From an optimization exercise on the open Yosys and OpenROAD flow, aimed at a short achievable clock period and few clock cycles; shortcuts taken in it are not production practice. Where RTL was checked, it was by simulation tests only, not by an equivalence proof against the original. Power and IR drop assume default switching activity.

==> 09-13 <==
==> flow/design.v (excerpt) <==
module cpu_top (
    input  logic        clk,
    input  logic        rst_n,
    input  logic [15:0] i_imem_data,
    input  logic [15:0] i_dmem_rdata,
    output logic [10:0] o_imem_addr,
    output logic [10:0] o_dmem_addr,
    output logic        o_dmem_we,
    output logic [15:0] o_dmem_wdata,
    output logic        o_io_stall
);
Settings: LEC_CHECK=0, ABC_CLOCK_PERIOD_IN_PS=2000, CAP_MARGIN=20, CORE_MARGIN=2, CORE_UTILIZATION=40, SETUP_SLACK_MARGIN=3.4, SLEW_MARGIN=20, TNS_END_PERCENT=100; clock period 5.5 ns.
run.sh (not shown) runs the stock make flow with config.mk's settings and CLKGATE_MAP_FILE= SYNTH_SCRIPT=/design/flow/synth_recipe.tcl, a recipe that flattens the netlist after the stock synthesis.
==> inputs of 03-22, as changes to 09-13 <==
ABC_CLOCK_PERIOD_IN_PS = unset   (was 2000)
SETUP_SLACK_MARGIN = unset   (was 3.4)
TNS_END_PERCENT = unset   (was 100)
==> comparison table <==
| item | 09-13 | 03-22 |
|---|---|---|
| Total clock network power | 4.90 mW | 5.04 mW |
| Clock network contribution to total cell area | 0.0522 | 0.0674 |
| Final cell area excluding filler cells | 0.0458 mm^2 | 0.0374 mm^2 |
| Origin of the critical flop-to-flop path | e_fw_b | e_fw_a |
| Sequential Power | 8.91 mW | 8.82 mW |
| Share of final layout cell area taken by non-clock buffers | 0.138 | 0.0387 |
| Sequential cell area | 0.0159 mm^2 | 0.0158 mm^2 |
| Part of the total power dissipated in sequential elements | 0.257 | 0.309 |
| Cell area after placement | 0.0355 mm^2 | 0.0349 mm^2 |
| Average routed wire per standard cell | 26.4 um | 24.2 um |
| Avg Vias per Cell | 5.99 | 5.77 |
| Status | timing/DRC/antenna clean | timing/DRC/antenna clean |
| Switching component of the power | 15.1 mW | 12.4 mW |
Function was not checked in any run of this note: the RTL went through the layout flow alone.


==> job 6768 <==
cpu_top, a different RTL version from the one above (not shown whole).
clock: 5.5 ns
lec_check: 0
abc_clock_period_in_ps: 2000
cap_margin: 20
core_margin: 2
core_utilization: 40
setup_slack_margin: 3.4
slew_margin: 20
tns_end_percent: 100
==> job 1031 (differences from job 6768) <==
--- a/flow/design.v
+++ b/flow/design.v
@@ -231,17 +231,14 @@
     logic        ppred_q;        
     logic [5:0]  phi_p1_q;       
     logic [5:0]  phi_m1_q;       
     logic [5:0]  i_lo;
     logic        i_uncond;
     logic        i_redirect;
     logic [10:0] i_tgt;
-    logic        s0_v, s1_v;
-    logic [15:0] s0_i, s1_i;
-    logic [10:0] s0_npc, s1_npc;
     logic        d_v;
     logic [15:0] d_i;
     logic [15:0] d_rs_oh, d_rt_oh;    
     logic [10:0] d_npc;
     logic        stall_q;
     logic        d_take;
     logic        d_uses_rs, d_uses_rt, d_writes, d_load, d_store, d_mul, d_slt, d_sub, d_cbr, d_uncond;
@@ -277,17 +274,18 @@
     logic [3:0]  w_wr;
     logic [15:0] w_res, w_s, w_c;
     logic [15:0] w_prod;
     logic [15:0] w_val;
     logic        x_writes;
     logic [3:0]  x_wr;
     logic [15:0] x_val;
-    assign o_imem_addr = pc_q;
+    logic [10:0] pco_n_q;
+    assign o_imem_addr = ~pco_n_q;
     assign pc_inc      = pc_q + 11'd1;
-    assign fv = !(s0_v && (s1_v || p_q));
+    assign fv = !((q_cnt == 2'd2) || ((q_cnt == 2'd1) && p_q));
     fetch_unit #(.N(4)) u_btb (
         .clk       (clk),
         .rst_n     (rst_n),
         .i_pc      (pc_q),
         .i_ins     (p_q && i_uncond && !ppred_q),
         .i_ins_pc  (pnpc_q - 11'd1),
         .i_ins_tgt (i_tgt),
@@ -300,94 +298,83 @@
         else if (!fv)        pc_d = pc_q;
         else if (btb_hit)    pc_d = btb_tgt;
         else                 pc_d = pc_inc;
     end
     always_ff @(posedge clk or negedge rst_n) begin
         if (!rst_n) begin
             pc_q     <= '0;
+            pco_n_q  <= '1;
             p_q      <= 1'b0;
             pnpc_q   <= '0;
             ppred_q  <= 1'b0;
             phi_p1_q <= 6'd1;
             phi_m1_q <= 6'h3f;
         end else begin
             pc_q     <= pc_d;
+            pco_n_q  <= ~pc_d;
             p_q      <= fv && !flush && !i_redirect;
             pnpc_q   <= pc_inc;
             ppred_q  <= btb_hit;
             phi_p1_q <= pc_inc[10:5] + 6'd1;
             phi_m1_q <= pc_inc[10:5] - 6'd1;
         end
     end
     assign i_uncond   = (i_imem_data[15:13] == cpu_pkg::OP_J) ||
                         ((i_imem_data[15:13] == cpu_pkg::OP_BEQ) && (i_imem_data[12:9] == i_imem_data[8:5]));
     assign i_lo       = {1'b0, pnpc_q[4:0]} + {1'b0, i_imem_data[4:0]};
     assign i_tgt      = (i_imem_data[15:13] == cpu_pkg::OP_J) ? i_imem_data[11:1] :
                         {(i_imem_data[4] == i_lo[5]) ? pnpc_q[10:5] :
                          (i_lo[5] ? phi_p1_q : phi_m1_q), i_lo[4:0]};
     assign i_redirect = p_q && i_uncond && !ppred_q && !flush;
+    logic [1:0]  q_cnt;
+    logic        q_wp, q_rp;
+    logic [15:0] q_i [2];
+    logic [10:0] q_npc [2];
+    logic        h_v;
+    logic [15:0] h_i;
+    logic [10:0] h_npc;
+    logic        q_pop;
     assign d_take = !stall_q;
+    assign h_v    = (q_cnt != 2'd0) || p_q;
+    assign h_i    = (q_cnt != 2'd0) ? q_i[q_rp] : i_imem_data;
+    assign h_npc  = (q_cnt != 2'd0) ? q_npc[q_rp] : pnpc_q;
+    assign q_pop  = d_take && h_v;
     always_ff @(posedge clk or negedge rst_n) begin
         if (!rst_n) begin
-            s0_v <= 1'b0;
-            s1_v <= 1'b0;
-            d_v  <= 1'b0;
+            q_cnt <= 2'd0;
+            q_wp  <= 1'b0;
+            q_rp  <= 1'b0;
+            d_v   <= 1'b0;
         end else if (flush) begin
-            s0_v <= 1'b0;
-            s1_v <= 1'b0;
-            d_v  <= 1'b0;
-        end else if (d_take) begin
-            if (s0_v) begin
-                d_v  <= 1'b1;
-                s0_v <= s1_v || p_q;
-                s1_v <= s1_v && p_q;
-            end else begin
-                d_v  <= p_q;
-            end
+            q_cnt <= 2'd0;
+            q_rp  <= q_wp;
+            d_v   <= 1'b0;
         end else begin
-            if (!s0_v)      s0_v <= p_q;
-            else if (!s1_v) s1_v <= p_q;
+            q_cnt <= q_cnt + {1'b0, p_q} - {1'b0, q_pop};
+            q_wp  <= q_wp ^ p_q;
+            q_rp  <= q_rp ^ q_pop;
+            if (d_take) d_v <= h_v;
         end
     end
     always_ff @(posedge clk) begin
-        if (d_take) begin
-            d_rs_oh <= 16'd1 << n_i[12:9];
-            d_rt_oh <= 16'd1 << n_i[8:5];
+        if (p_q) begin
+            q_i[q_wp]   <= i_imem_data;
+            q_npc[q_wp] <= pnpc_q;
         end
     end
     always_ff @(posedge clk) begin
         if (d_take) begin
-            if (s0_v) begin
-                d_i    <= s0_i;
-                d_npc  <= s0_npc;
-                if (s1_v) begin
-                    s0_i   <= s1_i;
-                    s0_npc <= s1_npc;
-                    s1_i   <= i_imem_data;
-                    s1_npc <= pnpc_q;
-                end else begin
-                    s0_i   <= i_imem_data;
-                    s0_npc <= pnpc_q;
-                end
-            end else begin
-                d_i   <= i_imem_data;
-                d_npc <= pnpc_q;
-            end
-        end else begin
-            if (!s0_v) begin
-                s0_i   <= i_imem_data;
-                s0_npc <= pnpc_q;
-            end else if (!s1_v) begin
-                s1_i   <= i_imem_data;
-                s1_npc <= pnpc_q;
-            end
+            d_i     <= h_i;
+            d_npc   <= h_npc;
+            d_rs_oh <= 16'd1 << h_i[12:9];
+            d_rt_oh <= 16'd1 << h_i[8:5];
         end
     end
-    assign n_v = s0_v || p_q;
-    assign n_i = s0_v ? s0_i : i_imem_data;
+    assign n_v = h_v;
+    assign n_i = h_i;
     cpu_control u_ndec (
         .i_instr   (n_i),
         .o_uses_rs (n_uses_rs),
         .o_uses_rt (n_uses_rt),
         .o_writes  (n_writes),
         .o_wr_idx  (n_wr),
         .o_load    (n_load),
==> flow/config.mk (replaced) <==
export PLATFORM = sky130hd
export DESIGN_NAME = cpu_top
export DESIGN_NICKNAME = cpu_top
export VERILOG_FILES = /design/flow/design.v
export SDC_FILE = /design/flow/constraint.sdc
export NUM_CORES = 4
export LEC_CHECK = 0
export CAP_MARGIN = 20
export CORE_MARGIN = 2
export CORE_UTILIZATION = 40
export SETUP_SLACK_MARGIN = 2.9
export SLEW_MARGIN = 20
export TNS_END_PERCENT = 100
==> comparison <==
- Between job 6768 and job 1031, the lower sequential share of layout area is in job 6768 (gap 3.3 points).
- In critical path depth, job 1031 and job 6768 do not differ.
- In job 6768 the wire length is larger than in job 1031, by 5.4%.
- Sequential cell count: job 1031 is higher than job 6768 (13).
- Between job 1031 and job 6768, the lower hold slack is in job 6768 (gap 5.2 ps).
- Non-clock buffer count: job 6768 is higher than job 1031 (208).
- Synthesized cell count: job 1031 is higher than job 6768 (3.5%).
- Between job 1031 and job 6768, the lower first-iteration DRC count is in job 1031 (gap about 3%, measured against job 6768).
- Between job 1031 and job 6768, the lower clock skew is in job 6768 (gap 3.6 ps).
- Of job 6768 and job 1031, job 1031 has the higher maximum frequency (gap about 8%, measured against job 1031).
Testbench counts of job 1031, summed over its fixed seeds: cycles 29,713.
No functional check of the RTL was part of job 6768.

[port drivers added, routing unchanged]
The flow's constraints put no driver on any port. The routed layouts listed below were extracted and timed again, unchanged, in two steps.
Step 1, drivers: a clkbuf_16 drives clk and a buf_2 each remaining input, both assumed.
Step 2 moves the port delays by t, midway between the first and last clock arrival at a register: inputs arrive t later, outputs are due t later. That takes back most of the time a late clock gives input paths.
a / b / c = no drivers / after step 1 / after step 2; a / b = the first two.
| run | shift t [ns] | setup WS [ns] | worst setup path after step 2 |
|---|---|---|---|
| 09-13 | 0.689 | 1.767 / 1.767 / 1.767 | register to register |
| 03-22 | 0.678 | 0.888 / 0.888 / 0.888 | register to register |
| job 6768 | 0.728 | 2.554 / 2.554 / 2.243 | input to register |
| job 1031 | 0.737 | 2.778 / 2.778 / 2.280 | input to register |
After both steps setup and hold are still met in every run listed. The setup slack of job 1031, which loses most, moves by 0.000 ns with the drivers and by -0.498 ns with both steps.
